This is an optimization exercise on Yosys and OpenROAD, whose aim is small area, a short achievable clock period and few clock cycles per item, not a production implementation.
The RTL was checked by simulation tests, not by an equivalence proof against the original design.
Power is estimated from default activity; no workload was simulated.

==> design/flow/design.v <==
module expu_fa (
    input  logic a,
    input  logic b,
    input  logic c,
    output logic s,
    output logic co
);
    assign s  = a ^ b ^ c;
    assign co = (a & b) | (a & c) | (b & c);
endmodule
module expu_ha (
    input  logic a,
    input  logic b,
    output logic s,
    output logic co
);
    assign s  = a ^ b;
    assign co = a & b;
endmodule
module expu_or8 (
    input  logic [7:0] a,
    output logic       y
);
    assign y = |a;
endmodule
module expu_add4_lo (
    input  logic [3:0] a,
    input  logic [3:0] b,
    output logic [3:0] s,
    output logic       co
);
    logic [3:0] p, g, c;
    logic       g32, p32, g10;
    for (genvar i = 0; i < 4; i++) begin : g_pg
        expu_ha u_pg (.a(a[i]), .b(b[i]), .s(p[i]), .co(g[i]));
    end
    assign g10  = g[1] | (p[1] & g[0]);
    assign g32  = g[3] | (p[3] & g[2]);
    assign p32  = p[3] & p[2];
    assign c[0] = g[0];
    assign c[1] = g10;
    assign c[2] = g[2] | (p[2] & c[1]);
    assign c[3] = g32 | (p32 & c[1]);
    assign s    = p ^ {c[2:0], 1'b0};
    assign co   = c[3];
endmodule
module expu_add4 (
    input  logic [3:0] a,
    input  logic [3:0] b,
    input  logic       ci,
    output logic [3:0] s,
    output logic       co
);
    logic [3:0] p, g, c;
    logic       g32, p32, g10, p10;
    for (genvar i = 0; i < 4; i++) begin : g_pg
        expu_ha u_pg (.a(a[i]), .b(b[i]), .s(p[i]), .co(g[i]));
    end
    assign g10  = g[1] | (p[1] & g[0]);
    assign p10  = p[1] & p[0];
    assign g32  = g[3] | (p[3] & g[2]);
    assign p32  = p[3] & p[2];
    assign c[0] = g[0] | (p[0] & ci);
    assign c[1] = g10 | (p10 & ci);
    assign c[2] = g[2] | (p[2] & c[1]);
    assign c[3] = g32 | (p32 & c[1]);
    assign s    = p ^ {c[2:0], ci};
    assign co   = c[3];
endmodule
module expu_add4_hi (
    input  logic [3:0] a,
    input  logic [3:0] b,
    input  logic       ci,
    input  logic       xi,
    output logic [3:0] s,
    output logic       co
);
    logic [3:0] p, g, c;
    logic       g32, p32, g10, p10;
    for (genvar i = 0; i < 4; i++) begin : g_pg
        expu_ha u_pg (.a(a[i]), .b(b[i]), .s(p[i]), .co(g[i]));
    end
    assign g10  = g[1] | (p[1] & g[0]);
    assign p10  = p[1] & p[0];
    assign g32  = g[3] | (p[3] & g[2]);
    assign p32  = p[3] & p[2];
    assign c[0] = g[0] | (p[0] & ci);
    assign c[1] = g10 | (p10 & ci);
    assign c[2] = g[2] | (p[2] & c[1]);
    assign c[3] = g32 | (p32 & c[1]);
    assign s    = p ^ {c[2:0], ci};
    assign co   = c[3] | xi;
endmodule
module expu_accumulator #(
    parameter int EXP_BITS  = 8,
    parameter int MANT_BITS = 7,
    parameter int N_ROWS    = 8,
    parameter int ACC_WIDTH = 32,
    parameter int ACC_FRAC  = 16,
    localparam int WIDTH    = EXP_BITS + MANT_BITS + 1
) (
    input  logic                      clk_i,
    input  logic                      rst_ni,
    input  logic                      clear_i,
    input  logic                      enable_i,
    input  logic                      valid_i,
    output logic                      ready_o,
    input  logic [N_ROWS-1:0]         strb_i,
    input  logic [N_ROWS*WIDTH-1:0]   op_i,
    input  logic                      last_i,
    output logic [ACC_WIDTH-1:0]      sum_o,
    output logic                      overflow_o,
    output logic                      valid_o,
    input  logic                      ready_i
);
    localparam int BLK   = 4;                   
    localparam int N_BLK = ACC_WIDTH / BLK;
    logic                 valid_q, part_q, ovf_q;
    logic [ACC_WIDTH-1:0] acc_q;                
    logic [N_BLK-1:1]     cy_q;                 
    logic                 handover, accept, keep;
    logic [N_ROWS-1:0]    lane_sat;
    logic [ACC_WIDTH-1:0] lane_val [N_ROWS];
    logic [ACC_WIDTH-1:0] acc_base, row_a, row_b, total;
    logic [N_BLK-1:1]     cy_base, cy_d;
    logic                 tree_high, ovf_early, ovf_d;
    logic [ACC_WIDTH-1:0] res;
    logic                 res_carry, res_ovf;
    assign handover = valid_q & ready_i & enable_i & ~clear_i;
    assign ready_o  = enable_i & ~clear_i & (~valid_q | ready_i);
    assign accept   = valid_i & ready_o;
    assign keep     = part_q | (valid_q & ~handover);
    assign acc_base = acc_q & {ACC_WIDTH{keep}};
    assign cy_base  = cy_q & {(N_BLK-1){keep}};
    for (genvar i = 0; i < N_ROWS; i++) begin : g_lane
        logic [15:0] x;
        logic [7:0]  e;
        logic        on;
        logic [8:0]  g;
        logic [10:0] h;
        logic [14:0] f;
        logic [4:0]  oh;
        assign x  = op_i[i*WIDTH +: WIDTH];
        assign e  = x[14:7];
        assign on = accept & strb_i[i] & ~x[15];
        assign lane_sat[i] = on & (e >= 8'd143);
        assign g[0] = x[0] & ~e[0];
        for (genvar k = 1; k < 7; k++) begin : g_g
            assign g[k] = e[0] ? x[k-1] : x[k];
        end
        assign g[7] = e[0] ? x[6] : 1'b1;
        assign g[8] = e[0];
        for (genvar k = 0; k < 11; k++) begin : g_h
            if (k < 2)      assign h[k] = g[k] & ~e[1];
            else if (k < 9) assign h[k] = e[1] ? g[k-2] : g[k];
            else            assign h[k] = g[k-2] & e[1];
        end
        for (genvar k = 0; k < 15; k++) begin : g_f
            if (k < 4)       assign f[k] = h[k] & ~e[2];
            else if (k < 11) assign f[k] = e[2] ? h[k-4] : h[k];
            else             assign f[k] = h[k-4] & e[2];
        end
        assign oh[0] = on & (e == 8'd111);
        assign oh[1] = on & (e[7:3] == 5'd14);
        assign oh[2] = on & (e[7:3] == 5'd15);
        assign oh[3] = on & (e[7:3] == 5'd16);
        assign oh[4] = on & (e[7:3] == 5'd17) & (e[2:0] != 3'd7);
        for (genvar j = 0; j < ACC_WIDTH; j++) begin : g_val
            logic t;
            always_comb begin
                t = 1'b0;
                for (int k = 0; k < 5; k++)
                    if (j + 14 - 8*k >= 0 && j + 14 - 8*k <= 14) t = t | (oh[k] & f[j + 14 - 8*k]);
            end
            assign lane_val[i][j] = t;
        end
    end
    logic ts0, tc0, ts1, tc1, ts2, tc2, ts3, tc3, ts4, tc4, ts5, tc5;
    logic ts6, tc6, ts7, tc7, ts8, tc8, ts9, tc9, ts10, tc10, ts11, tc11;
    logic ts12, tc12, ts13, tc13, ts14, tc14, ts15, tc15, ts16, tc16, ts17, tc17;
    logic ts18, tc18, ts19, tc19, ts20, tc20, ts21, tc21, ts22, tc22, ts23, tc23;
    logic ts24, tc24, ts25, tc25, ts26, tc26, ts27, tc27, ts28, tc28, ts29, tc29;
    logic ts30, tc30, ts31, tc31, ts32, tc32, ts33, tc33, ts34, tc34, ts35, tc35;
    logic ts36, tc36, ts37, tc37, ts38, tc38, ts39, tc39, ts40, tc40, ts41, tc41;
    logic ts42, tc42, ts43, tc43, ts44, tc44, ts45, tc45, ts46, tc46, ts47, tc47;
    logic ts48, tc48, ts49, tc49, ts50, tc50, ts51, tc51, ts52, tc52, ts53, tc53;
    logic ts54, tc54, ts55, tc55, ts56, tc56, ts57, tc57, ts58, tc58, ts59, tc59;
    logic ts60, tc60, ts61, tc61, ts62, tc62, ts63, tc63, ts64, tc64, ts65, tc65;
    logic ts66, tc66, ts67, tc67, ts68, tc68, ts69, tc69, ts70, tc70, ts71, tc71;
    logic ts72, tc72, ts73, tc73, ts74, tc74, ts75, tc75, ts76, tc76, ts77, tc77;
    logic ts78, tc78, ts79, tc79, ts80, tc80, ts81, tc81, ts82, tc82, ts83, tc83;
    logic ts84, tc84, ts85, tc85, ts86, tc86, ts87, tc87, ts88, tc88, ts89, tc89;
    logic ts90, tc90, ts91, tc91, ts92, tc92, ts93, tc93, ts94, tc94, ts95, tc95;
    logic ts96, tc96, ts97, tc97, ts98, tc98, ts99, tc99, ts100, tc100, ts101, tc101;
    logic ts102, tc102, ts103, tc103, ts104, tc104, ts105, tc105, ts106, tc106, ts107, tc107;
    logic ts108, tc108, ts109, tc109, ts110, tc110, ts111, tc111, ts112, tc112, ts113, tc113;
    logic ts114, tc114, ts115, tc115, ts116, tc116, ts117, tc117, ts118, tc118, ts119, tc119;
    logic ts120, tc120, ts121, tc121, ts122, tc122, ts123, tc123, ts124, tc124, ts125, tc125;
    logic ts126, tc126, ts127, tc127, ts128, tc128, ts129, tc129, ts130, tc130, ts131, tc131;
    logic ts132, tc132, ts133, tc133, ts134, tc134, ts135, tc135, ts136, tc136, ts137, tc137;
    logic ts138, tc138, ts139, tc139, ts140, tc140, ts141, tc141, ts142, tc142, ts143, tc143;
    logic ts144, tc144, ts145, tc145, ts146, tc146, ts147, tc147, ts148, tc148, ts149, tc149;
    logic ts150, tc150, ts151, tc151, ts152, tc152, ts153, tc153, ts154, tc154, ts155, tc155;
    logic ts156, tc156, ts157, tc157, ts158, tc158, ts159, tc159, ts160, tc160, ts161, tc161;
    logic ts162, tc162, ts163, tc163, ts164, tc164, ts165, tc165, ts166, tc166, ts167, tc167;
    logic ts168, tc168, ts169, tc169, ts170, tc170, ts171, tc171, ts172, tc172, ts173, tc173;
    logic ts174, tc174, ts175, tc175, ts176, tc176, ts177, tc177, ts178, tc178, ts179, tc179;
    logic ts180, tc180, ts181, tc181, ts182, tc182, ts183, tc183, ts184, tc184, ts185, tc185;
    logic ts186, tc186, ts187, tc187, ts188, tc188, ts189, tc189, ts190, tc190, ts191, tc191;
    logic ts192, tc192, ts193, tc193, ts194, tc194, ts195, tc195, ts196, tc196, ts197, tc197;
    logic ts198, tc198, ts199, tc199, ts200, tc200, ts201, tc201, ts202, tc202, ts203, tc203;
    logic ts204, tc204, ts205, tc205, ts206, tc206, ts207, tc207, ts208, tc208, ts209, tc209;
    logic ts210, tc210, ts211, tc211, ts212, tc212, ts213, tc213, ts214, tc214, ts215, tc215;
    logic ts216, tc216, ts217, tc217, ts218, tc218, ts219, tc219, ts220, tc220, ts221, tc221;
    expu_fa u_fa0 (.a(lane_val[0][0]), .b(lane_val[1][0]), .c(lane_val[2][0]), .s(ts0), .co(tc0));
    expu_ha u_ha1 (.a(lane_val[3][0]), .b(lane_val[4][0]), .s(ts1), .co(tc1));
    expu_fa u_fa2 (.a(lane_val[0][1]), .b(lane_val[1][1]), .c(lane_val[2][1]), .s(ts2), .co(tc2));
    expu_fa u_fa3 (.a(lane_val[3][1]), .b(lane_val[4][1]), .c(lane_val[5][1]), .s(ts3), .co(tc3));
    expu_ha u_ha4 (.a(lane_val[6][1]), .b(lane_val[7][1]), .s(ts4), .co(tc4));
    expu_fa u_fa5 (.a(lane_val[0][2]), .b(lane_val[1][2]), .c(lane_val[2][2]), .s(ts5), .co(tc5));
    expu_fa u_fa6 (.a(lane_val[3][2]), .b(lane_val[4][2]), .c(lane_val[5][2]), .s(ts6), .co(tc6));
    expu_fa u_fa7 (.a(lane_val[6][2]), .b(lane_val[7][2]), .c(acc_base[2]), .s(ts7), .co(tc7));
    expu_fa u_fa8 (.a(lane_val[0][3]), .b(lane_val[1][3]), .c(lane_val[2][3]), .s(ts8), .co(tc8));
    expu_fa u_fa9 (.a(lane_val[3][3]), .b(lane_val[4][3]), .c(lane_val[5][3]), .s(ts9), .co(tc9));
    expu_fa u_fa10 (.a(lane_val[6][3]), .b(lane_val[7][3]), .c(acc_base[3]), .s(ts10), .co(tc10));
    expu_fa u_fa11 (.a(lane_val[0][4]), .b(lane_val[1][4]), .c(lane_val[2][4]), .s(ts11), .co(tc11));
    expu_fa u_fa12 (.a(lane_val[3][4]), .b(lane_val[4][4]), .c(lane_val[5][4]), .s(ts12), .co(tc12));
    expu_fa u_fa13 (.a(lane_val[6][4]), .b(lane_val[7][4]), .c(acc_base[4]), .s(ts13), .co(tc13));
    expu_fa u_fa14 (.a(lane_val[0][5]), .b(lane_val[1][5]), .c(lane_val[2][5]), .s(ts14), .co(tc14));
    expu_fa u_fa15 (.a(lane_val[3][5]), .b(lane_val[4][5]), .c(lane_val[5][5]), .s(ts15), .co(tc15));
    expu_fa u_fa16 (.a(lane_val[6][5]), .b(lane_val[7][5]), .c(acc_base[5]), .s(ts16), .co(tc16));
    expu_fa u_fa17 (.a(lane_val[0][6]), .b(lane_val[1][6]), .c(lane_val[2][6]), .s(ts17), .co(tc17));
    expu_fa u_fa18 (.a(lane_val[3][6]), .b(lane_val[4][6]), .c(lane_val[5][6]), .s(ts18), .co(tc18));
    expu_fa u_fa19 (.a(lane_val[6][6]), .b(lane_val[7][6]), .c(acc_base[6]), .s(ts19), .co(tc19));
    expu_fa u_fa20 (.a(lane_val[0][7]), .b(lane_val[1][7]), .c(lane_val[2][7]), .s(ts20), .co(tc20));
    expu_fa u_fa21 (.a(lane_val[3][7]), .b(lane_val[4][7]), .c(lane_val[5][7]), .s(ts21), .co(tc21));
    expu_fa u_fa22 (.a(lane_val[6][7]), .b(lane_val[7][7]), .c(acc_base[7]), .s(ts22), .co(tc22));
    expu_fa u_fa23 (.a(lane_val[0][8]), .b(lane_val[1][8]), .c(lane_val[2][8]), .s(ts23), .co(tc23));
    expu_fa u_fa24 (.a(lane_val[3][8]), .b(lane_val[4][8]), .c(lane_val[5][8]), .s(ts24), .co(tc24));
    expu_fa u_fa25 (.a(lane_val[6][8]), .b(lane_val[7][8]), .c(acc_base[8]), .s(ts25), .co(tc25));
    expu_fa u_fa26 (.a(lane_val[0][9]), .b(lane_val[1][9]), .c(lane_val[2][9]), .s(ts26), .co(tc26));
    expu_fa u_fa27 (.a(lane_val[3][9]), .b(lane_val[4][9]), .c(lane_val[5][9]), .s(ts27), .co(tc27));
    expu_fa u_fa28 (.a(lane_val[6][9]), .b(lane_val[7][9]), .c(acc_base[9]), .s(ts28), .co(tc28));
    expu_fa u_fa29 (.a(lane_val[0][10]), .b(lane_val[1][10]), .c(lane_val[2][10]), .s(ts29), .co(tc29));
    expu_fa u_fa30 (.a(lane_val[3][10]), .b(lane_val[4][10]), .c(lane_val[5][10]), .s(ts30), .co(tc30));
    expu_fa u_fa31 (.a(lane_val[6][10]), .b(lane_val[7][10]), .c(acc_base[10]), .s(ts31), .co(tc31));
    expu_fa u_fa32 (.a(lane_val[0][11]), .b(lane_val[1][11]), .c(lane_val[2][11]), .s(ts32), .co(tc32));
    expu_fa u_fa33 (.a(lane_val[3][11]), .b(lane_val[4][11]), .c(lane_val[5][11]), .s(ts33), .co(tc33));
    expu_fa u_fa34 (.a(lane_val[6][11]), .b(lane_val[7][11]), .c(acc_base[11]), .s(ts34), .co(tc34));
    expu_fa u_fa35 (.a(lane_val[0][12]), .b(lane_val[1][12]), .c(lane_val[2][12]), .s(ts35), .co(tc35));
    expu_fa u_fa36 (.a(lane_val[3][12]), .b(lane_val[4][12]), .c(lane_val[5][12]), .s(ts36), .co(tc36));
    expu_fa u_fa37 (.a(lane_val[6][12]), .b(lane_val[7][12]), .c(acc_base[12]), .s(ts37), .co(tc37));
    expu_fa u_fa38 (.a(lane_val[0][13]), .b(lane_val[1][13]), .c(lane_val[2][13]), .s(ts38), .co(tc38));
    expu_fa u_fa39 (.a(lane_val[3][13]), .b(lane_val[4][13]), .c(lane_val[5][13]), .s(ts39), .co(tc39));
    expu_fa u_fa40 (.a(lane_val[6][13]), .b(lane_val[7][13]), .c(acc_base[13]), .s(ts40), .co(tc40));
    expu_fa u_fa41 (.a(lane_val[0][14]), .b(lane_val[1][14]), .c(lane_val[2][14]), .s(ts41), .co(tc41));
    expu_fa u_fa42 (.a(lane_val[3][14]), .b(lane_val[4][14]), .c(lane_val[5][14]), .s(ts42), .co(tc42));
    expu_fa u_fa43 (.a(lane_val[6][14]), .b(lane_val[7][14]), .c(acc_base[14]), .s(ts43), .co(tc43));
    expu_fa u_fa44 (.a(lane_val[0][15]), .b(lane_val[1][15]), .c(lane_val[2][15]), .s(ts44), .co(tc44));
    expu_fa u_fa45 (.a(lane_val[3][15]), .b(lane_val[4][15]), .c(lane_val[5][15]), .s(ts45), .co(tc45));
    expu_fa u_fa46 (.a(lane_val[6][15]), .b(lane_val[7][15]), .c(acc_base[15]), .s(ts46), .co(tc46));
    expu_fa u_fa47 (.a(lane_val[0][16]), .b(lane_val[1][16]), .c(lane_val[2][16]), .s(ts47), .co(tc47));
    expu_fa u_fa48 (.a(lane_val[3][16]), .b(lane_val[4][16]), .c(lane_val[5][16]), .s(ts48), .co(tc48));
    expu_fa u_fa49 (.a(lane_val[6][16]), .b(lane_val[7][16]), .c(acc_base[16]), .s(ts49), .co(tc49));
    expu_fa u_fa50 (.a(lane_val[0][17]), .b(lane_val[1][17]), .c(lane_val[2][17]), .s(ts50), .co(tc50));
    expu_fa u_fa51 (.a(lane_val[3][17]), .b(lane_val[4][17]), .c(lane_val[5][17]), .s(ts51), .co(tc51));
    expu_fa u_fa52 (.a(lane_val[6][17]), .b(lane_val[7][17]), .c(acc_base[17]), .s(ts52), .co(tc52));
    expu_fa u_fa53 (.a(lane_val[0][18]), .b(lane_val[1][18]), .c(lane_val[2][18]), .s(ts53), .co(tc53));
    expu_fa u_fa54 (.a(lane_val[3][18]), .b(lane_val[4][18]), .c(lane_val[5][18]), .s(ts54), .co(tc54));
    expu_fa u_fa55 (.a(lane_val[6][18]), .b(lane_val[7][18]), .c(acc_base[18]), .s(ts55), .co(tc55));
    expu_fa u_fa56 (.a(lane_val[0][19]), .b(lane_val[1][19]), .c(lane_val[2][19]), .s(ts56), .co(tc56));
    expu_fa u_fa57 (.a(lane_val[3][19]), .b(lane_val[4][19]), .c(lane_val[5][19]), .s(ts57), .co(tc57));
    expu_fa u_fa58 (.a(lane_val[6][19]), .b(lane_val[7][19]), .c(acc_base[19]), .s(ts58), .co(tc58));
    expu_fa u_fa59 (.a(lane_val[0][20]), .b(lane_val[1][20]), .c(lane_val[2][20]), .s(ts59), .co(tc59));
    expu_fa u_fa60 (.a(lane_val[3][20]), .b(lane_val[4][20]), .c(lane_val[5][20]), .s(ts60), .co(tc60));
    expu_fa u_fa61 (.a(lane_val[6][20]), .b(lane_val[7][20]), .c(acc_base[20]), .s(ts61), .co(tc61));
    expu_fa u_fa62 (.a(lane_val[0][21]), .b(lane_val[1][21]), .c(lane_val[2][21]), .s(ts62), .co(tc62));
    expu_fa u_fa63 (.a(lane_val[3][21]), .b(lane_val[4][21]), .c(lane_val[5][21]), .s(ts63), .co(tc63));
    expu_fa u_fa64 (.a(lane_val[6][21]), .b(lane_val[7][21]), .c(acc_base[21]), .s(ts64), .co(tc64));
    expu_fa u_fa65 (.a(lane_val[0][22]), .b(lane_val[1][22]), .c(lane_val[2][22]), .s(ts65), .co(tc65));
    expu_fa u_fa66 (.a(lane_val[3][22]), .b(lane_val[4][22]), .c(lane_val[5][22]), .s(ts66), .co(tc66));
    expu_fa u_fa67 (.a(lane_val[6][22]), .b(lane_val[7][22]), .c(acc_base[22]), .s(ts67), .co(tc67));
    expu_fa u_fa68 (.a(lane_val[0][23]), .b(lane_val[1][23]), .c(lane_val[2][23]), .s(ts68), .co(tc68));
    expu_fa u_fa69 (.a(lane_val[3][23]), .b(lane_val[4][23]), .c(lane_val[5][23]), .s(ts69), .co(tc69));
    expu_fa u_fa70 (.a(lane_val[6][23]), .b(lane_val[7][23]), .c(acc_base[23]), .s(ts70), .co(tc70));
    expu_fa u_fa71 (.a(lane_val[0][24]), .b(lane_val[1][24]), .c(lane_val[2][24]), .s(ts71), .co(tc71));
    expu_fa u_fa72 (.a(lane_val[3][24]), .b(lane_val[4][24]), .c(lane_val[5][24]), .s(ts72), .co(tc72));
    expu_fa u_fa73 (.a(lane_val[6][24]), .b(lane_val[7][24]), .c(acc_base[24]), .s(ts73), .co(tc73));
    expu_fa u_fa74 (.a(lane_val[0][25]), .b(lane_val[1][25]), .c(lane_val[2][25]), .s(ts74), .co(tc74));
    expu_fa u_fa75 (.a(lane_val[3][25]), .b(lane_val[4][25]), .c(lane_val[5][25]), .s(ts75), .co(tc75));
    expu_fa u_fa76 (.a(lane_val[6][25]), .b(lane_val[7][25]), .c(acc_base[25]), .s(ts76), .co(tc76));
    expu_fa u_fa77 (.a(lane_val[0][26]), .b(lane_val[1][26]), .c(lane_val[2][26]), .s(ts77), .co(tc77));
    expu_fa u_fa78 (.a(lane_val[3][26]), .b(lane_val[4][26]), .c(lane_val[5][26]), .s(ts78), .co(tc78));
    expu_fa u_fa79 (.a(lane_val[6][26]), .b(lane_val[7][26]), .c(acc_base[26]), .s(ts79), .co(tc79));
    expu_fa u_fa80 (.a(lane_val[0][27]), .b(lane_val[1][27]), .c(lane_val[2][27]), .s(ts80), .co(tc80));
    expu_fa u_fa81 (.a(lane_val[3][27]), .b(lane_val[4][27]), .c(lane_val[5][27]), .s(ts81), .co(tc81));
    expu_fa u_fa82 (.a(lane_val[6][27]), .b(lane_val[7][27]), .c(acc_base[27]), .s(ts82), .co(tc82));
    expu_fa u_fa83 (.a(lane_val[0][28]), .b(lane_val[1][28]), .c(lane_val[2][28]), .s(ts83), .co(tc83));
    expu_fa u_fa84 (.a(lane_val[3][28]), .b(lane_val[4][28]), .c(lane_val[5][28]), .s(ts84), .co(tc84));
    expu_fa u_fa85 (.a(lane_val[6][28]), .b(lane_val[7][28]), .c(acc_base[28]), .s(ts85), .co(tc85));
    expu_fa u_fa86 (.a(lane_val[0][29]), .b(lane_val[1][29]), .c(lane_val[2][29]), .s(ts86), .co(tc86));
    expu_fa u_fa87 (.a(lane_val[3][29]), .b(lane_val[4][29]), .c(lane_val[5][29]), .s(ts87), .co(tc87));
    expu_fa u_fa88 (.a(lane_val[6][29]), .b(lane_val[7][29]), .c(acc_base[29]), .s(ts88), .co(tc88));
    expu_fa u_fa89 (.a(lane_val[0][30]), .b(lane_val[1][30]), .c(lane_val[2][30]), .s(ts89), .co(tc89));
    expu_fa u_fa90 (.a(lane_val[3][30]), .b(lane_val[4][30]), .c(lane_val[5][30]), .s(ts90), .co(tc90));
    expu_fa u_fa91 (.a(lane_val[6][30]), .b(lane_val[7][30]), .c(acc_base[30]), .s(ts91), .co(tc91));
    expu_fa u_fa92 (.a(lane_val[0][31]), .b(lane_val[1][31]), .c(lane_val[2][31]), .s(ts92), .co(tc92));
    expu_fa u_fa93 (.a(lane_val[3][31]), .b(lane_val[4][31]), .c(lane_val[5][31]), .s(ts93), .co(tc93));
    expu_fa u_fa94 (.a(lane_val[6][31]), .b(lane_val[7][31]), .c(acc_base[31]), .s(ts94), .co(tc94));
    expu_fa u_fa95 (.a(ts0), .b(ts1), .c(lane_val[5][0]), .s(ts95), .co(tc95));
    expu_fa u_fa96 (.a(tc0), .b(tc1), .c(ts2), .s(ts96), .co(tc96));
    expu_ha u_ha97 (.a(ts3), .b(ts4), .s(ts97), .co(tc97));
    expu_fa u_fa98 (.a(tc2), .b(tc3), .c(tc4), .s(ts98), .co(tc98));
    expu_fa u_fa99 (.a(ts5), .b(ts6), .c(ts7), .s(ts99), .co(tc99));
    expu_fa u_fa100 (.a(tc5), .b(tc6), .c(tc7), .s(ts100), .co(tc100));
    expu_fa u_fa101 (.a(ts8), .b(ts9), .c(ts10), .s(ts101), .co(tc101));
    expu_fa u_fa102 (.a(tc8), .b(tc9), .c(tc10), .s(ts102), .co(tc102));
    expu_fa u_fa103 (.a(ts11), .b(ts12), .c(ts13), .s(ts103), .co(tc103));
    expu_fa u_fa104 (.a(tc11), .b(tc12), .c(tc13), .s(ts104), .co(tc104));
    expu_fa u_fa105 (.a(ts14), .b(ts15), .c(ts16), .s(ts105), .co(tc105));
    expu_fa u_fa106 (.a(tc14), .b(tc15), .c(tc16), .s(ts106), .co(tc106));
    expu_fa u_fa107 (.a(ts17), .b(ts18), .c(ts19), .s(ts107), .co(tc107));
    expu_fa u_fa108 (.a(tc17), .b(tc18), .c(tc19), .s(ts108), .co(tc108));
    expu_fa u_fa109 (.a(ts20), .b(ts21), .c(ts22), .s(ts109), .co(tc109));
    expu_fa u_fa110 (.a(tc20), .b(tc21), .c(tc22), .s(ts110), .co(tc110));
    expu_fa u_fa111 (.a(ts23), .b(ts24), .c(ts25), .s(ts111), .co(tc111));
    expu_fa u_fa112 (.a(tc23), .b(tc24), .c(tc25), .s(ts112), .co(tc112));
    expu_fa u_fa113 (.a(ts26), .b(ts27), .c(ts28), .s(ts113), .co(tc113));
    expu_fa u_fa114 (.a(tc26), .b(tc27), .c(tc28), .s(ts114), .co(tc114));
    expu_fa u_fa115 (.a(ts29), .b(ts30), .c(ts31), .s(ts115), .co(tc115));
    expu_fa u_fa116 (.a(tc29), .b(tc30), .c(tc31), .s(ts116), .co(tc116));
    expu_fa u_fa117 (.a(ts32), .b(ts33), .c(ts34), .s(ts117), .co(tc117));
    expu_fa u_fa118 (.a(tc32), .b(tc33), .c(tc34), .s(ts118), .co(tc118));
    expu_fa u_fa119 (.a(ts35), .b(ts36), .c(ts37), .s(ts119), .co(tc119));
    expu_fa u_fa120 (.a(tc35), .b(tc36), .c(tc37), .s(ts120), .co(tc120));
    expu_fa u_fa121 (.a(ts38), .b(ts39), .c(ts40), .s(ts121), .co(tc121));
    expu_fa u_fa122 (.a(tc38), .b(tc39), .c(tc40), .s(ts122), .co(tc122));
    expu_fa u_fa123 (.a(ts41), .b(ts42), .c(ts43), .s(ts123), .co(tc123));
    expu_fa u_fa124 (.a(tc41), .b(tc42), .c(tc43), .s(ts124), .co(tc124));
    expu_fa u_fa125 (.a(ts44), .b(ts45), .c(ts46), .s(ts125), .co(tc125));
    expu_fa u_fa126 (.a(tc44), .b(tc45), .c(tc46), .s(ts126), .co(tc126));
    expu_fa u_fa127 (.a(ts47), .b(ts48), .c(ts49), .s(ts127), .co(tc127));
    expu_fa u_fa128 (.a(tc47), .b(tc48), .c(tc49), .s(ts128), .co(tc128));
    expu_fa u_fa129 (.a(ts50), .b(ts51), .c(ts52), .s(ts129), .co(tc129));
    expu_fa u_fa130 (.a(tc50), .b(tc51), .c(tc52), .s(ts130), .co(tc130));
    expu_fa u_fa131 (.a(ts53), .b(ts54), .c(ts55), .s(ts131), .co(tc131));
    expu_fa u_fa132 (.a(tc53), .b(tc54), .c(tc55), .s(ts132), .co(tc132));
    expu_fa u_fa133 (.a(ts56), .b(ts57), .c(ts58), .s(ts133), .co(tc133));
    expu_fa u_fa134 (.a(tc56), .b(tc57), .c(tc58), .s(ts134), .co(tc134));
    expu_fa u_fa135 (.a(ts59), .b(ts60), .c(ts61), .s(ts135), .co(tc135));
    expu_fa u_fa136 (.a(tc59), .b(tc60), .c(tc61), .s(ts136), .co(tc136));
    expu_fa u_fa137 (.a(ts62), .b(ts63), .c(ts64), .s(ts137), .co(tc137));
    expu_fa u_fa138 (.a(tc62), .b(tc63), .c(tc64), .s(ts138), .co(tc138));
    expu_fa u_fa139 (.a(ts65), .b(ts66), .c(ts67), .s(ts139), .co(tc139));
    expu_fa u_fa140 (.a(tc65), .b(tc66), .c(tc67), .s(ts140), .co(tc140));
    expu_fa u_fa141 (.a(ts68), .b(ts69), .c(ts70), .s(ts141), .co(tc141));
    expu_fa u_fa142 (.a(tc68), .b(tc69), .c(tc70), .s(ts142), .co(tc142));
    expu_fa u_fa143 (.a(ts71), .b(ts72), .c(ts73), .s(ts143), .co(tc143));
    expu_fa u_fa144 (.a(tc71), .b(tc72), .c(tc73), .s(ts144), .co(tc144));
    expu_fa u_fa145 (.a(ts74), .b(ts75), .c(ts76), .s(ts145), .co(tc145));
    expu_fa u_fa146 (.a(tc74), .b(tc75), .c(tc76), .s(ts146), .co(tc146));
    expu_fa u_fa147 (.a(ts77), .b(ts78), .c(ts79), .s(ts147), .co(tc147));
    expu_fa u_fa148 (.a(tc77), .b(tc78), .c(tc79), .s(ts148), .co(tc148));
    expu_fa u_fa149 (.a(ts80), .b(ts81), .c(ts82), .s(ts149), .co(tc149));
    expu_fa u_fa150 (.a(tc80), .b(tc81), .c(tc82), .s(ts150), .co(tc150));
    expu_fa u_fa151 (.a(ts83), .b(ts84), .c(ts85), .s(ts151), .co(tc151));
    expu_fa u_fa152 (.a(tc83), .b(tc84), .c(tc85), .s(ts152), .co(tc152));
    expu_fa u_fa153 (.a(ts86), .b(ts87), .c(ts88), .s(ts153), .co(tc153));
    expu_fa u_fa154 (.a(tc86), .b(tc87), .c(tc88), .s(ts154), .co(tc154));
    expu_fa u_fa155 (.a(ts89), .b(ts90), .c(ts91), .s(ts155), .co(tc155));
    expu_fa u_fa156 (.a(tc89), .b(tc90), .c(tc91), .s(ts156), .co(tc156));
    expu_fa u_fa157 (.a(ts92), .b(ts93), .c(ts94), .s(ts157), .co(tc157));
    expu_ha u_ha158 (.a(ts95), .b(lane_val[6][0]), .s(ts158), .co(tc158));
    expu_fa u_fa159 (.a(tc95), .b(ts96), .c(ts97), .s(ts159), .co(tc159));
    expu_fa u_fa160 (.a(tc96), .b(tc97), .c(ts98), .s(ts160), .co(tc160));
    expu_fa u_fa161 (.a(tc98), .b(tc99), .c(ts100), .s(ts161), .co(tc161));
    expu_fa u_fa162 (.a(tc100), .b(tc101), .c(ts102), .s(ts162), .co(tc162));
    expu_fa u_fa163 (.a(tc102), .b(tc103), .c(ts104), .s(ts163), .co(tc163));
    expu_fa u_fa164 (.a(tc104), .b(tc105), .c(ts106), .s(ts164), .co(tc164));
    expu_fa u_fa165 (.a(tc106), .b(tc107), .c(ts108), .s(ts165), .co(tc165));
    expu_fa u_fa166 (.a(tc108), .b(tc109), .c(ts110), .s(ts166), .co(tc166));
    expu_fa u_fa167 (.a(tc110), .b(tc111), .c(ts112), .s(ts167), .co(tc167));
    expu_fa u_fa168 (.a(tc112), .b(tc113), .c(ts114), .s(ts168), .co(tc168));
    expu_fa u_fa169 (.a(tc114), .b(tc115), .c(ts116), .s(ts169), .co(tc169));
    expu_fa u_fa170 (.a(tc116), .b(tc117), .c(ts118), .s(ts170), .co(tc170));
    expu_fa u_fa171 (.a(tc118), .b(tc119), .c(ts120), .s(ts171), .co(tc171));
    expu_fa u_fa172 (.a(tc120), .b(tc121), .c(ts122), .s(ts172), .co(tc172));
    expu_fa u_fa173 (.a(tc122), .b(tc123), .c(ts124), .s(ts173), .co(tc173));
    expu_fa u_fa174 (.a(tc124), .b(tc125), .c(ts126), .s(ts174), .co(tc174));
    expu_fa u_fa175 (.a(tc126), .b(tc127), .c(ts128), .s(ts175), .co(tc175));
    expu_fa u_fa176 (.a(tc128), .b(tc129), .c(ts130), .s(ts176), .co(tc176));
    expu_fa u_fa177 (.a(tc130), .b(tc131), .c(ts132), .s(ts177), .co(tc177));
    expu_fa u_fa178 (.a(tc132), .b(tc133), .c(ts134), .s(ts178), .co(tc178));
    expu_fa u_fa179 (.a(tc134), .b(tc135), .c(ts136), .s(ts179), .co(tc179));
    expu_fa u_fa180 (.a(tc136), .b(tc137), .c(ts138), .s(ts180), .co(tc180));
    expu_fa u_fa181 (.a(tc138), .b(tc139), .c(ts140), .s(ts181), .co(tc181));
    expu_fa u_fa182 (.a(tc140), .b(tc141), .c(ts142), .s(ts182), .co(tc182));
    expu_fa u_fa183 (.a(tc142), .b(tc143), .c(ts144), .s(ts183), .co(tc183));
    expu_fa u_fa184 (.a(tc144), .b(tc145), .c(ts146), .s(ts184), .co(tc184));
    expu_fa u_fa185 (.a(tc146), .b(tc147), .c(ts148), .s(ts185), .co(tc185));
    expu_fa u_fa186 (.a(tc148), .b(tc149), .c(ts150), .s(ts186), .co(tc186));
    expu_fa u_fa187 (.a(tc150), .b(tc151), .c(ts152), .s(ts187), .co(tc187));
    expu_fa u_fa188 (.a(tc152), .b(tc153), .c(ts154), .s(ts188), .co(tc188));
    expu_fa u_fa189 (.a(tc154), .b(tc155), .c(ts156), .s(ts189), .co(tc189));
    expu_ha u_ha190 (.a(ts158), .b(lane_val[7][0]), .s(ts190), .co(tc190));
    expu_fa u_fa191 (.a(tc158), .b(ts159), .c(acc_base[1]), .s(ts191), .co(tc191));
    expu_fa u_fa192 (.a(tc159), .b(ts160), .c(ts99), .s(ts192), .co(tc192));
    expu_fa u_fa193 (.a(tc160), .b(ts161), .c(ts101), .s(ts193), .co(tc193));
    expu_fa u_fa194 (.a(tc161), .b(ts162), .c(ts103), .s(ts194), .co(tc194));
    expu_fa u_fa195 (.a(tc162), .b(ts163), .c(ts105), .s(ts195), .co(tc195));
    expu_fa u_fa196 (.a(tc163), .b(ts164), .c(ts107), .s(ts196), .co(tc196));
    expu_fa u_fa197 (.a(tc164), .b(ts165), .c(ts109), .s(ts197), .co(tc197));
    expu_fa u_fa198 (.a(tc165), .b(ts166), .c(ts111), .s(ts198), .co(tc198));
    expu_fa u_fa199 (.a(tc166), .b(ts167), .c(ts113), .s(ts199), .co(tc199));
    expu_fa u_fa200 (.a(tc167), .b(ts168), .c(ts115), .s(ts200), .co(tc200));
    expu_fa u_fa201 (.a(tc168), .b(ts169), .c(ts117), .s(ts201), .co(tc201));
    expu_fa u_fa202 (.a(tc169), .b(ts170), .c(ts119), .s(ts202), .co(tc202));
    expu_fa u_fa203 (.a(tc170), .b(ts171), .c(ts121), .s(ts203), .co(tc203));
    expu_fa u_fa204 (.a(tc171), .b(ts172), .c(ts123), .s(ts204), .co(tc204));
    expu_fa u_fa205 (.a(tc172), .b(ts173), .c(ts125), .s(ts205), .co(tc205));
    expu_fa u_fa206 (.a(tc173), .b(ts174), .c(ts127), .s(ts206), .co(tc206));
    expu_fa u_fa207 (.a(tc174), .b(ts175), .c(ts129), .s(ts207), .co(tc207));
    expu_fa u_fa208 (.a(tc175), .b(ts176), .c(ts131), .s(ts208), .co(tc208));
    expu_fa u_fa209 (.a(tc176), .b(ts177), .c(ts133), .s(ts209), .co(tc209));
    expu_fa u_fa210 (.a(tc177), .b(ts178), .c(ts135), .s(ts210), .co(tc210));
    expu_fa u_fa211 (.a(tc178), .b(ts179), .c(ts137), .s(ts211), .co(tc211));
    expu_fa u_fa212 (.a(tc179), .b(ts180), .c(ts139), .s(ts212), .co(tc212));
    expu_fa u_fa213 (.a(tc180), .b(ts181), .c(ts141), .s(ts213), .co(tc213));
    expu_fa u_fa214 (.a(tc181), .b(ts182), .c(ts143), .s(ts214), .co(tc214));
    expu_fa u_fa215 (.a(tc182), .b(ts183), .c(ts145), .s(ts215), .co(tc215));
    expu_fa u_fa216 (.a(tc183), .b(ts184), .c(ts147), .s(ts216), .co(tc216));
    expu_fa u_fa217 (.a(tc184), .b(ts185), .c(ts149), .s(ts217), .co(tc217));
    expu_fa u_fa218 (.a(tc185), .b(ts186), .c(ts151), .s(ts218), .co(tc218));
    expu_fa u_fa219 (.a(tc186), .b(ts187), .c(ts153), .s(ts219), .co(tc219));
    expu_fa u_fa220 (.a(tc187), .b(ts188), .c(ts155), .s(ts220), .co(tc220));
    expu_fa u_fa221 (.a(tc188), .b(ts189), .c(ts157), .s(ts221), .co(tc221));
    assign row_a = {tc220, tc219, tc218, tc217, tc216, tc215, tc214, tc213, tc212, tc211, tc210, tc209, tc208, tc207, tc206, tc205, tc204, tc203, tc202, tc201, tc200, tc199, tc198, tc197, tc196, tc195, tc194, tc193, tc192, tc191, tc190, ts190};
    assign row_b = {ts221, ts220, ts219, ts218, ts217, ts216, ts215, ts214, ts213, ts212, ts211, ts210, ts209, ts208, ts207, ts206, ts205, ts204, ts203, ts202, ts201, ts200, ts199, ts198, ts197, ts196, ts195, ts194, ts193, ts192, ts191, acc_base[0]};
    expu_or8 u_high (.a({tc221, tc189, tc157, tc156, tc94, tc93, tc92, ovf_early}), .y(tree_high));
    assign ovf_early = (keep & ovf_q) | (|lane_sat);
    for (genvar k = 0; k < N_BLK; k++) begin : g_blk
        if (k == 0) begin : g_lo
            expu_add4_lo u_add (
                .a  (row_a[BLK*k +: BLK]),
                .b  (row_b[BLK*k +: BLK]),
                .s  (total[BLK*k +: BLK]),
                .co (cy_d[k+1])
            );
        end else if (k < N_BLK - 1) begin : g_mid
            expu_add4 u_add (
                .a  (row_a[BLK*k +: BLK]),
                .b  (row_b[BLK*k +: BLK]),
                .ci (cy_base[k]),
                .s  (total[BLK*k +: BLK]),
                .co (cy_d[k+1])
            );
        end else begin : g_hi
            expu_add4_hi u_add (
                .a  (row_a[BLK*k +: BLK]),
                .b  (row_b[BLK*k +: BLK]),
                .ci (cy_base[k]),
                .xi (tree_high),
                .s  (total[BLK*k +: BLK]),
                .co (ovf_d)
            );
        end
    end
    always_ff @(posedge clk_i or negedge rst_ni) begin
        if (!rst_ni) begin
            valid_q <= 1'b0;
            part_q  <= 1'b0;
            ovf_q   <= 1'b0;
        end else if (clear_i) begin
            valid_q <= 1'b0;
            part_q  <= 1'b0;
            ovf_q   <= ovf_d;
        end else begin
            if (accept) begin
                valid_q <= last_i;
                part_q  <= ~last_i;
            end else if (handover) begin
                valid_q <= 1'b0;
            end
            ovf_q <= ovf_d;
        end
    end
    always_ff @(posedge clk_i) begin
        acc_q <= total;
        cy_q  <= cy_d;
    end
    always_comb begin
        logic [ACC_WIDTH-1:0] cy_vec;
        cy_vec = '0;
        for (int k = 1; k < N_BLK; k++) cy_vec[BLK*k] = cy_q[k];
        {res_carry, res} = {1'b0, acc_q} + {1'b0, cy_vec};
    end
    assign res_ovf = ovf_q | res_carry;
    assign sum_o      = res | {ACC_WIDTH{res_ovf}};
    assign overflow_o = res_ovf;
    assign valid_o    = valid_q;
endmodule
==> design/flow/flow/run.sh <==
#!/bin/bash
# The standard layout (standard.sh: the ORFS flow, standard synthesis included), with two
# changes: the input and output port buffers are the smallest plain buffer, buf_1, instead of the
# cell buffer_ports picks by itself (a 10 um2 delay buffer); and timing repair aims at a setup
# slack of 12.7 ns on the design's clock, so that it speeds up the critical paths.
set -euo pipefail
export BUFFER_PORTS_ARGS="-buffer_cell sky130_fd_sc_hd__buf_1"
export SETUP_SLACK_MARGIN=12.7
bash standard.sh > standard_make.log 2>&1
==> design/flow/standard.sh <==
#!/bin/bash
# synth_recipe.tcl (not shown) runs the flow's synth.tcl, then flattens the netlist and writes it again
# the make line also repeats each setting of config.mk as NAME=value (left out here)
make -C /OpenROAD-flow-scripts/flow DESIGN_CONFIG=/design/flow/config.mk WORK_HOME=/design/flow/orfs CLKGATE_MAP_FILE= SYNTH_SCRIPT=/design/flow/synth_recipe.tcl "${@:-finish}"
==> design/flow/config.mk <==
export PLATFORM = sky130hd
export DESIGN_NAME = expu_accumulator
export DESIGN_NICKNAME = expu_accumulator
export VERILOG_FILES = /design/flow/design.v
export SDC_FILE = /design/flow/constraint.sdc
export NUM_CORES = 4
export LEC_CHECK = 0
export CAP_MARGIN = 20
export CORE_MARGIN = 2
export CORE_UTILIZATION = 40
export CTS_BUF_LIST = sky130_fd_sc_hd__clkbuf_4 sky130_fd_sc_hd__clkbuf_8
export SLEW_MARGIN = 20
export SYNTH_HIERARCHICAL = 1
==> design/flow/constraint.sdc <==
create_clock -name core_clock -period 22.0 [get_ports {clk_i}]
set_input_delay 4.4000 -clock core_clock [delete_from_list [all_inputs] [get_ports {clk_i}]]
set_output_delay 4.4000 -clock core_clock [all_outputs]
set_load 0.01 [all_outputs]
==> results of run 1 <==
-- layout make-up --
class	count	area, um^2	area share
inverter	21	78.8	0.00582
tap	396	495	0.0366
multi-input combinational	1273	11300	0.831
clock inverter	3	43.8	0.00323
clock buffer	5	68.8	0.00508
timing repair buffer	184	742	0.0548
sequential	42	856	0.0632
-- cell usage after synthesis (17+ instances only) --
master / number
o21ai_0: 28
ha_1: 61
dfxtp_1: 39
a21oi_1: 56
o22ai_1: 165
nand3b_1: 17
nand2_1: 114
nand2b_1: 37
nand3_1: 36
mux2i_1: 64
fa_1: 217
xnor2_1: 21
clkbuf_1: 54
nor2_1: 208
nor2b_1: 45
mux2_2: 25
inv_1: 21
-- cell families (layout without fill, tap and decap cells) --
kind of cell               count (synthesis)  count (layout)
AOI/OAI and AO/OA                        315             315
xor gates and xnor gates                  36              36
adders and majority gates                278             278
buffers and inverters                     97             213
DFF                                       42              42
muxes                                     90              90
and+or+nand+nor                          552             554
-- worst paths after layout --
kind	startpoint	cells after the start	slack [ns]	to
worst min-delay path	part_q$_DFFE_PN0P_	2	0.61	part_q$_DFFE_PN0P_
worst min register to register	part_q$_DFFE_PN0P_	2	0.61	part_q$_DFFE_PN0P_
min in group asynchronous	rst_ni	1	3.91	valid_q$_DFFE_PN0P_
worst max register to register	valid_q$_DFFE_PN0P_	16	16.63	acc_q[27]$_DFF_P_
max in group asynchronous	rst_ni	1	17.90	ovf_q$_DFF_PN0_
worst max-delay path	clear_i	4	12.72	ready_o
-- worst register-to-register path, cell delays in order, from the launching register on --
cell and delay (ns):
dfrtp_1 0.48, a211oi_4 0.31, buf_12 0.20, nand4b_1 0.17, or4_1 0.46, or3b_4 0.50
o22ai_1 0.36, fa_1 0.50, fa_1 0.44, fa_1 0.46, fa_1 0.46, ha_1 0.36
a21oi_2 0.15, nand2_2 0.08, ha_1 0.17, nor2_1 0.11, xnor2_1 0.12
-- per-module statistics from Yosys, one instance, submodules excluded --
module | cells | area [um^2] | times used | flops+latches
expu_accumulator | 1067 | 6890 | 1 | 42
expu_add4 | 11 | 86.3 | 6 | 0
expu_add4_hi | 11 | 81.3 | 1 | 0
expu_add4_lo | 9 | 70.1 | 1 | 0
expu_fa | 1 | 20.0 | 217 | 0
expu_or8 | 3 | 16.3 | 1 | 0
expu_ha | 1 | 12.5 | 37 | 0
-- repair_timing --
item	in CTS	in global routing
gates cloned	0	2
buffers inserted	0	4
hold buffers	0	0
endpoints found under the setup margin	9	23
pin swaps	0	5
resized for setup	9	40
-- metrics by stage --
stage	cell area [um^2]	utilization
after floorplan	12400	-
after global placement	13200	0.432
after detailed placement	13200	0.432
after CTS	13300	0.437
after global routing	13500	0.444
final	13500	0.444
-- sequential cells by signal, summed over array words and instances (netlist names) --
signal / cells
acc_q: 32
cy_q: 7
ovf_q: 1
part_q: 1
valid_q: 1
-- power groups by stage --
| stage | Clock [uW] | Sequential (uW) | Combinational, uW |
|---|---|---|---|
| final | 63.6 | 77.7 | 106 |
| after detailed placement | 0 | 79.4 | 101 |
| after global routing | 67.3 | 77.8 | 115 |
| after CTS | 65.2 | 77.7 | 102 |
| after floorplan | 0 | 79.1 | 63.4 |
| after global placement | 0 | 79.4 | 100 |
-- per-layer routing --
layer | wire [um] | vias to the layer above | GRT usage | part of all wire
li1 | - | 5247 | - | -
met1 | 19800 | 5585 | 0.389 | 0.44
met2 | 19900 | 539 | 0.440 | 0.45
met3 | 3160 | 81 | 0.0271 | 0.070
met4 | 1830 | 0 | 0.0969 | 0.041
met5 | 0 | - | 0 | 0
==> results.ini, run 1 <==
[timing]
worst_pin_slew_ns=0.963
finalClockSkew_ns=0.00740
period_share=0.422
tns_ns=0
relSlewSlack=0.341
report.final.slew_viol_count=0
whs_ns=0.607
timing.fmax_mhz=108
min_period_ns=9.28
finalHoldViolCount=0
rsz0062_at_grt=true
worst_slack_ns=12.72
setup_viol=0

[logic_synthesis]
synthArstFlopShare=0.0714
synth-compound-area-share=0.161
syn_avg_cell_area_um2=8.78
synthXorXnorAreaFrac=0.0255
synthDominantCellAreaShare=0.351
synth_area_leaders=fa_1 35%, o22ai_1 8.3%, dfxtp_1 6.3%, nor2_1 6.3%, ha_1 6.2%
synth-edff-count=0
syn-cell-area_mm2=0.0124
synthMuxAreaShare=0.0763
ys.warnings.count=9
yosys.area_share.simple=0.218
synth_seq_cells=42
synth_cell_type_count=63
yosysTopAreaCell=fa_1
ys.flop_type=dfxtp_1
synthCells=1410
ys_seq_area_frac=0.0691
synth_fa_ha_area_frac=0.412
synth_top_family_by_area=adder cells
synth.net_count=1831

[routing]
vias_per_cell=5.95
vias=11500
dr.first_iter.drc_count=1149
routedWlPerCell_um=23.3
ant_nets=0
drc=0
drt-pass1-iter-count=5
totalWireLength_um=44800

[finish]
n_antenna_cell=0
fin_nets=1948
final_common_cell=fa_1
drive_gt1_frac=0.0753
fillers=3076
syn_to_final_growth_pct=9.36
final_cells=1924
layout_common_cells=217 x fa_1, 203 x nor2_1, 172 x buf_1, 148 x o22ai_1, 114 x nand2_1

[cts]
clock-root-buffer=clkbuf_8
cts_tree=yes
path_clk_slew_ns=0.08
htreeDepth=2
insertion_delay_ns=0.31
cts_sinks=42
clockBufferDepth=2
cts-buffers-inserted=5

[power]
internal_power_uw=145
switching_power_uw=102
p_comb_frac=0.428
ir_drop_uv=14.8
sequentialPowerShare=0.315
swShare=0.413
power_frac_clock=0.258
p_leak_uw=0.00633
finalPower_uw=247
powerDensity_mw_per_mm2=18.2

[critical_path]
cp-end-kind=output port
slowest_stage=nand2b_4
crit_type=primary input to output port
crit_buf_inv=2
slowest_delay_ns=0.15
path_delay_family=buffers and inverters
critical_path_arrival_ns=4.88
cp-start-kind=primary input
cp.required_ns=17.60
crit_chain=buf_6 > nand2b_4 > a21oi_2 > buf_2
path_max_fanout=3

[placement]
gp_congestion=1.01
dp_cells=1910
io_buffers=177
place_ws_ns=12.22
hpwl_um=38800

[global_route]
antenna_found_initial=0
grt_pass1_vias=11500
grt_max_degree=41
grt_pass1_wl_um=68200
grt-ovfl-total=0
track_usage=0.275

[die]
row_count=64
core_mm2=0.0305
die_x_um=180
die_y_um=180
die_area_mm2=0.0324
io_pins=178
start_util=0.406

[outcome]
status=no timing/DRC/antenna violations

[run]
cap_violations=0

[hold_path]
min_path_type=flop to flop

Testbench counts, summed over its fixed seeds: cycles 4,808, items 4,800.
==> run 2: changes to the inputs <==
==> design/flow/flow/run.sh (replaced) <==
#!/bin/bash
# The standard layout (standard.sh: the ORFS flow, standard synthesis included), with two
# changes: the input and output port buffers are the smallest plain buffer, buf_1, instead of the
# cell buffer_ports picks by itself (a 10 um2 delay buffer); and timing repair aims at a setup
# slack of 12.5 ns on the design's clock, so that it speeds up the critical paths.
set -euo pipefail
export BUFFER_PORTS_ARGS="-buffer_cell sky130_fd_sc_hd__buf_1"
export SETUP_SLACK_MARGIN=12.5
bash standard.sh > standard_make.log 2>&1
==> run 2 against run 1 <==
Clock skew increased by 0.0017 ns. Sequential share of layout area rose by 0.085 points. Synthesized area is the same. Cell count fell by 0.31%. Highest routed layer unchanged. Largest power group unchanged. Global-route usage hardly changed. Synthesized cell count is the same. Sequential cell count unchanged. Worst hold slack got worse by 0.0019 ns. Register-to-register slack lost 0.17 ns.
==> results.ini, run 2 <==
[outcome]
status=no timing/DRC/antenna violations

[routing]
routedWlPerCell_um=23.1  ; -0.60%
totalWireLength_um=44300  ; -0.91%
drc=0  ; unchanged
vias_per_cell=5.95  ; -0.11%
wl_met1_um=19400  ; -2.2%
top_layer=met4
met3WireLength_um=3510  ; +11%
ant_nets=0  ; unchanged
met2RoutedLength_um=19600  ; -1.8%
vias=11400  ; -0.42%
drt-pass1-iter-count=6  ; +1
dr.first_iter.drc_count=1188  ; +3.4%

[finish]
final_cells=1918  ; -0.31%
layout_common_cells=217 x fa_1, 207 x nor2_1, 177 x buf_1, 159 x o22ai_1, 114 x nand2_1
final_common_cell=fa_1
fin_nets=1942  ; -0.31%
biggestRegsByFlops=acc_q: 32 flops, cy_q: 7 flops
largest_reg_flops=32  ; unchanged
syn_to_final_growth_pct=7.92
fillers=3089  ; +0.42%
regMostFlops=acc_q
drive_gt1_frac=0.0519  ; -0.0234
n_antenna_cell=0  ; unchanged

[logic_synthesis]
ys_seq_area_frac=0.0691  ; unchanged
synthDominantCellAreaShare=0.351  ; unchanged
yosysTopAreaCell=fa_1
netlist_top_cells_count=217 x fa_1, 208 x nor2_1, 165 x o22ai_1
yosysMostFrequentCell=fa_1
ys.flop_type=dfxtp_1
syn-cell-area_mm2=0.0124  ; unchanged
synthArstFlopShare=0.0714  ; unchanged
synth_seq_cells=42  ; unchanged
syn_avg_cell_area_um2=8.78  ; unchanged
ys.warnings.count=9  ; unchanged
synth_cell_type_count=63  ; unchanged
synthCells=1410  ; unchanged
synth.net_count=1831  ; unchanged
synth_area_leaders=fa_1 35%, o22ai_1 8.3%, dfxtp_1 6.3%, nor2_1 6.3%, ha_1 6.2%
synth-edff-count=0  ; unchanged

[timing]
worst_slack_ns=12.65  ; -0.0683 ns
relSlewSlack=0.352  ; +0.0109
tns_ns=0  ; unchanged
setup_viol=0  ; unchanged
finalClockSkew_ns=0.00907  ; +0.00167 ns
finalHoldViolCount=0  ; unchanged
min_period_ns=9.35  ; +0.0683 ns
period_share=0.425  ; +0.00310
report.final.slew_viol_count=0  ; unchanged
timing.fmax_mhz=107  ; -0.73%
worst_pin_slew_ns=0.947  ; -0.0159 ns
rsz0062_at_grt=true

[die]
die_area_mm2=0.0324  ; unchanged
io_pins=178  ; unchanged
row_count=64  ; unchanged
core_mm2=0.0305  ; unchanged
die_y_um=180  ; unchanged
die_x_um=180  ; unchanged
start_util=0.406  ; unchanged

[power]
p_leak_uw=0.00627  ; -0.93%
powerDensity_mw_per_mm2=18.3  ; +0.57%
ir_drop_uv=14.8  ; +0.50%

[cts]
clock-root-buffer=clkbuf_8
cts-buffers-inserted=5  ; unchanged
htreeDepth=2  ; unchanged
insertion_delay_ns=0.31  ; about the same
clockBufferDepth=2  ; unchanged
cts_resized=0  ; -9
hold_buffers=0  ; unchanged
path_clk_slew_ns=0.09  ; about the same
cts_sinks=42  ; unchanged
post-cts-setup-buffers=0  ; unchanged
cts_tree=yes

[global_route]
track_usage=0.275  ; about the same
antenna_found_initial=0  ; unchanged
grt_pass1_wl_um=68100  ; about the same
grt_max_degree=41  ; unchanged
grt_pass1_vias=11500  ; -0.16%
grt-ovfl-total=0  ; unchanged

[critical_path]
cp-startpoint=clear_i
cp.required_ns=17.60  ; about the same
cp-start-kind=primary input
critical_path_arrival_ns=4.95  ; +0.07 ns
rr_startpoint=valid_q$_DFFE_PN0P_
path_max_fanout=3  ; unchanged
rrSetupSlack_ns=16.46  ; -0.17 ns
crit_type=primary input to output port
rr_endpoint=acc_q[31]$_DFF_P_
cp-end-kind=output port
ff2ff_path_depth=16  ; unchanged

[hold_path]
hold_end=acc_q[0]$_DFF_P_
hold_depth=2  ; unchanged
worstHoldStart=acc_q[0]$_DFF_P_
min_path_type=flop to flop

[placement]
place_ws_ns=12.22  ; unchanged
io_buffers=177  ; unchanged
dp_cells=1910  ; unchanged
hpwl_um=38800  ; unchanged
gp_congestion=1.01  ; unchanged

[run]
cap_violations=0  ; unchanged

-- run 2: how the worst max path moves through the flow --
stage                   endpoint  slack [ns]
6_report                 ready_o       12.65
5_1_grt        acc_q[19]$_DFF_P_       12.44
4_1_cts        acc_q[19]$_DFF_P_       12.52
3_5_place_dp   acc_q[19]$_DFF_P_       12.22
3_3_place_gp   acc_q[19]$_DFF_P_       12.25
2_1_floorplan            ready_o       12.86
-- run 2: modules after synthesis (local to each module, per instance) --
| module | copies in the design | cell area [um^2] | cells | flip-flops and latches |
|---|---|---|---|---|
| expu_accumulator | 1 | 6890 | 1067 | 42 |
| expu_ha | 37 | 12.5 | 1 | 0 |
| expu_or8 | 1 | 16.3 | 3 | 0 |
| expu_add4_hi | 1 | 81.3 | 11 | 0 |
| expu_add4_lo | 1 | 70.1 | 9 | 0 |
| expu_add4 | 6 | 86.3 | 11 | 0 |
| expu_fa | 217 | 20.0 | 1 | 0 |
-- run 2: cell families after synthesis --
family | synth area share
and+or+nand+nor | 0.218
AOI/OAI and AO/OA | 0.161
adders and majority gates | 0.412
buffers and inverters | 0.0378
muxes | 0.0763
DFF | 0.0691
xor gates and xnor gates | 0.0255
-- run 2: metrics by stage --
step           hold slack (ns)  instance area [um^2]   util  power [uW]
2_1_floorplan            0.537                 12400      -         142
3_3_place_gp             0.582                 13200  0.432         179
3_5_place_dp             0.596                 13200  0.432         180
4_1_cts                  0.620                 13300  0.436         244
5_1_grt                  0.657                 13400  0.438         258
6_report                 0.605                 13400  0.438         245
-- run 2: critical path, stage by stage --
cell and delay, ns:
buf_1 0.09, nand2b_4 0.16, a21oi_1 0.13, buf_1 0.17
-- run 2: cell type report --
class	instances	area [um^2]	area share
Multi-Input combinational cell	1271	11100	0.833
Sequential cell	42	856	0.0640
Timing Repair Buffer	180	691	0.0517
Tap cell	396	495	0.0371
Inverter	21	78.8	0.00590
Clock buffer	5	68.8	0.00515
Clock inverter	3	43.8	0.00328
-- run 2: per-layer routing --
layer,track usage,vias to the layer above
li1,-,5232
met1,0.389,5561
met2,0.440,523
met3,0.0271,88
met4,0.0963,0
met5,0,-
-- run 2: power by group --
group          internal [uW]  switching, uW
logic                   33.4           70.2
registers               76.8          0.887
clock network           34.0           29.7
total                    144            101
==> run 3: changes to the inputs <==
==> design/flow/flow/run.sh (replaced) <==
#!/bin/bash
# The standard layout (standard.sh: the ORFS flow, standard synthesis included), with two
# changes: the input and output port buffers are the smallest plain buffer, buf_1, instead of the
# cell buffer_ports picks by itself (a 10 um2 delay buffer); and timing repair aims at a setup
# slack of 12.6 ns on the design's clock, so that it speeds up the critical paths.
set -euo pipefail
export BUFFER_PORTS_ARGS="-buffer_cell sky130_fd_sc_hd__buf_1"
export SETUP_SLACK_MARGIN=12.6
bash standard.sh > standard_make.log 2>&1
==> run 3 against run 2 <==
First-iteration DRC count up 1.0%. Utilization up 0.16 points. Worst setup slack better by 0.023 ns. Clock power about the same. Sequential power about the same. Sequential cell count unchanged. Via count down 0.23%. Sequential share of layout area about the same. Wire length up 0.37%. Cell count about the same. Die area unchanged. Global-route usage about the same. Critical path type unchanged. Critical endpoint unchanged.
==> results.ini, run 3 <==
[timing]
finalHoldViolCount=0  ; unchanged
relSlewSlack=0.378  ; +0.0257
setup_viol=0  ; unchanged
timing.fmax_mhz=107  ; +0.24%
report.final.slew_viol_count=0  ; unchanged
finalClockSkew_ns=0.0103  ; +0.00127 ns
rsz0062_at_grt=true
worst_pin_slew_ns=0.909  ; -0.0376 ns
worst_slack_ns=12.67  ; +0.0227 ns
tns_ns=0  ; unchanged
period_share=0.424  ; -0.00103
min_period_ns=9.33  ; -0.0227 ns

[critical_path]
rr_endpoint=ovf_q$_DFF_PN0_
path_max_fanout=3  ; unchanged
rrSetupSlack_ns=16.49  ; +0.03 ns
cp-end-kind=output port
rr_startpoint=valid_q$_DFFE_PN0P_
critical_path_arrival_ns=4.93  ; -0.02 ns
cp-start-kind=primary input
cp.required_ns=17.60  ; about the same
crit_type=primary input to output port
ff2ff_path_depth=13  ; -3

[run]
cap_violations=0  ; unchanged

[hold_path]
hold_end=acc_q[0]$_DFF_P_
min_path_type=flop to flop
hold_depth=2  ; unchanged
worstHoldStart=acc_q[0]$_DFF_P_

[die]
die_y_um=180  ; unchanged
die_x_um=180  ; unchanged
die_area_mm2=0.0324  ; unchanged
io_pins=178  ; unchanged
start_util=0.406  ; unchanged
core_mm2=0.0305  ; unchanged
row_count=64  ; unchanged

[logic_synthesis]
yosysMostFrequentCell=fa_1
ys.flop_type=dfxtp_1
netlist_top_cells_count=217 x fa_1, 208 x nor2_1, 165 x o22ai_1
synth_cell_type_count=63  ; unchanged
ys_seq_area_frac=0.0691  ; unchanged
synthArstFlopShare=0.0714  ; unchanged
ys.warnings.count=9  ; unchanged
synth.net_count=1831  ; unchanged
synth_seq_cells=42  ; unchanged
synthDominantCellAreaShare=0.351  ; unchanged
synth_area_leaders=fa_1 35%, o22ai_1 8.3%, dfxtp_1 6.3%, nor2_1 6.3%, ha_1 6.2%
yosysTopAreaCell=fa_1
syn-cell-area_mm2=0.0124  ; unchanged
synthCells=1410  ; unchanged
syn_avg_cell_area_um2=8.78  ; unchanged
synth-edff-count=0  ; unchanged

[global_route]
grt_max_degree=41  ; unchanged
grt-ovfl-total=0  ; unchanged
grt_pass1_wl_um=68200  ; about the same
track_usage=0.275  ; about the same
antenna_found_initial=0  ; unchanged
grt_pass1_vias=11500  ; +0.16%

[cts]
clockBufferDepth=2  ; unchanged
cts-buffers-inserted=5  ; unchanged
post-cts-setup-buffers=0  ; unchanged
cts_sinks=42  ; unchanged
clock-root-buffer=clkbuf_8
path_clk_slew_ns=0.09  ; about the same
insertion_delay_ns=0.31  ; about the same
hold_buffers=0  ; unchanged
cts_tree=yes
htreeDepth=2  ; unchanged

[finish]
syn_to_final_growth_pct=8.31
fillers=3087  ; -0.065%
layout_common_cells=217 x fa_1, 206 x nor2_1, 175 x buf_1, 157 x o22ai_1, 114 x nand2_1
drive_gt1_frac=0.0584  ; +0.00653
final_common_cell=fa_1
final_cells=1919  ; +0.052%
regMostFlops=acc_q
largest_reg_flops=32  ; unchanged
n_antenna_cell=0  ; unchanged
biggestRegsByFlops=acc_q: 32 flops, cy_q: 7 flops
fin_nets=1943  ; +0.051%

[routing]
wl_met1_um=19700  ; +1.5%
met2RoutedLength_um=19800  ; +0.97%
totalWireLength_um=44500  ; +0.37%
top_layer=met4
ant_nets=0  ; unchanged
dr.first_iter.drc_count=1200  ; +1.0%
vias_per_cell=5.93  ; -0.28%
met3WireLength_um=3210  ; -8.7%
drt-pass1-iter-count=6  ; unchanged
routedWlPerCell_um=23.2  ; +0.32%
vias=11400  ; -0.23%
drc=0  ; unchanged

[outcome]
status=no timing/DRC/antenna violations

[placement]
hpwl_um=38800  ; unchanged
place_ws_ns=12.22  ; unchanged
gp_congestion=1.01  ; unchanged
io_buffers=177  ; unchanged
dp_cells=1910  ; unchanged

[power]
ir_drop_uv=14.8  ; -0.42%
p_leak_uw=0.00628  ; +0.22%
powerDensity_mw_per_mm2=18.3  ; about the same

==> run 3: cell counts after synthesis <==
Identical to the previous run, type by type.
==> run 3: worst max path at each step <==
stage / cells after the start / slack [ns] / start / to
6_report: 4 / 12.67 / clear_i / ready_o
5_1_grt: 18 / 12.59 / clear_i / acc_q[15]$_DFF_P_
4_1_cts: 4 / 12.65 / enable_i / ready_o
3_5_place_dp: 18 / 12.22 / clear_i / acc_q[19]$_DFF_P_
3_3_place_gp: 18 / 12.25 / clear_i / acc_q[19]$_DFF_P_
2_1_floorplan: 2 / 12.86 / clear_i / ready_o
==> run 3: per-stage QoR <==
step | util | instance area, um^2 | hold WS, ns | power, uW
2_1_floorplan | - | 12400 | 0.537 | 142
6_report | 0.440 | 13400 | 0.606 | 246
3_3_place_gp | 0.432 | 13200 | 0.582 | 179
3_5_place_dp | 0.432 | 13200 | 0.596 | 180
5_1_grt | 0.440 | 13400 | 0.657 | 259
4_1_cts | 0.437 | 13300 | 0.620 | 244
==> run 3: timing repair <==
action,in CTS,in global routing
gates resized for setup,3,22
endpoints found under the setup margin,3,16
pin swaps,0,1
cloned,0,1
==> run 3: metal layers <==
layer	up-vias	GRT usage
li1	5233	-
met1	5562	0.389
met2	501	0.440
met3	82	0.0271
met4	0	0.0969
met5	-	0
==> run 3: cells by family after synthesis <==
kind of cell             after synthesis  share of synthesized area
AND/OR/NAND/NOR                      552                      0.218
AO/OA/AOI/OAI                        315                      0.161
adder cells (fa/ha/maj)              278                      0.412
buffers and inverters                 97                     0.0378
multiplexers                          90                     0.0763
flip-flops                            42                     0.0691
XOR/XNOR                              36                     0.0255
==> run 3: per-module statistics from Yosys, one instance, submodules excluded <==
module            flip-flops and latches  times used
expu_accumulator                      42           1
expu_add4                              0           6
expu_add4_hi                           0           1
expu_add4_lo                           0           1
expu_fa                                0         217
expu_ha                                0          37
expu_or8                               0           1
==> run 3: area by class of cell <==
cell class	instances	area [um^2]	area share
inverter	21	78.8	0.00588
sequential	42	856	0.0638
clock buffer	5	68.8	0.00513
multi-input combinational	1272	11200	0.833
tap	396	495	0.0369
clock inverter	3	43.8	0.00326
timing repair buffer	180	702	0.0523
==> run 3: power breakdown <==
| part | switching [uW] | leakage [uW] | internal [uW] |
|---|---|---|---|
| Sequential | 0.895 | 0.000355 | 76.8 |
| Clock | 30.0 | 0.0000585 | 34.1 |
| Combinational | 70.5 | 0.00587 | 33.7 |
| Total | 101 | 0.00628 | 144 |
==> run 3: worst max-delay path, stage by stage <==
cell and delay [ns]:
buf_1 0.09, nand2b_4 0.16, a21oi_1 0.12, clkbuf_2 0.15

==> separate check: timing with driven ports <==
How much do the figures lean on ideal ports? The routed layouts below were timed once more, with nothing changed but the port constraints.
Step 1 sets driving cells, clkbuf_16 on the clock port and buf_2 on the other inputs (assumed; they add their load-dependent delay and slew).
Step 2, shift: input delay + t, output delay - t, t = (earliest + latest rising clock arrival at the registers) / 2. This alone moves slack from input paths to output paths.
a / b / c = ideal / step 1 / step 2; a / b = the first two.
run | t (ns) | slack for setup (ns) | worst setup path after step 2 | slew at the worst register clock pin (ns) | pins driven straight from the clock port
run 1 | 0.340 | 12.717 / 12.686 / 12.546 | input to register | 0.09 / 0.09 | 1
run 2 | 0.342 | 12.649 / 12.629 / 12.370 | input to register | 0.09 / 0.09 | 1
run 3 | 0.342 | 12.671 / 12.651 / 12.401 | input to register | 0.10 / 0.10 | 1
After both steps setup and hold are still met in every run listed. The setup slack of run 2, which loses most, moves by -0.020 ns with the drivers and by -0.279 ns with both steps.
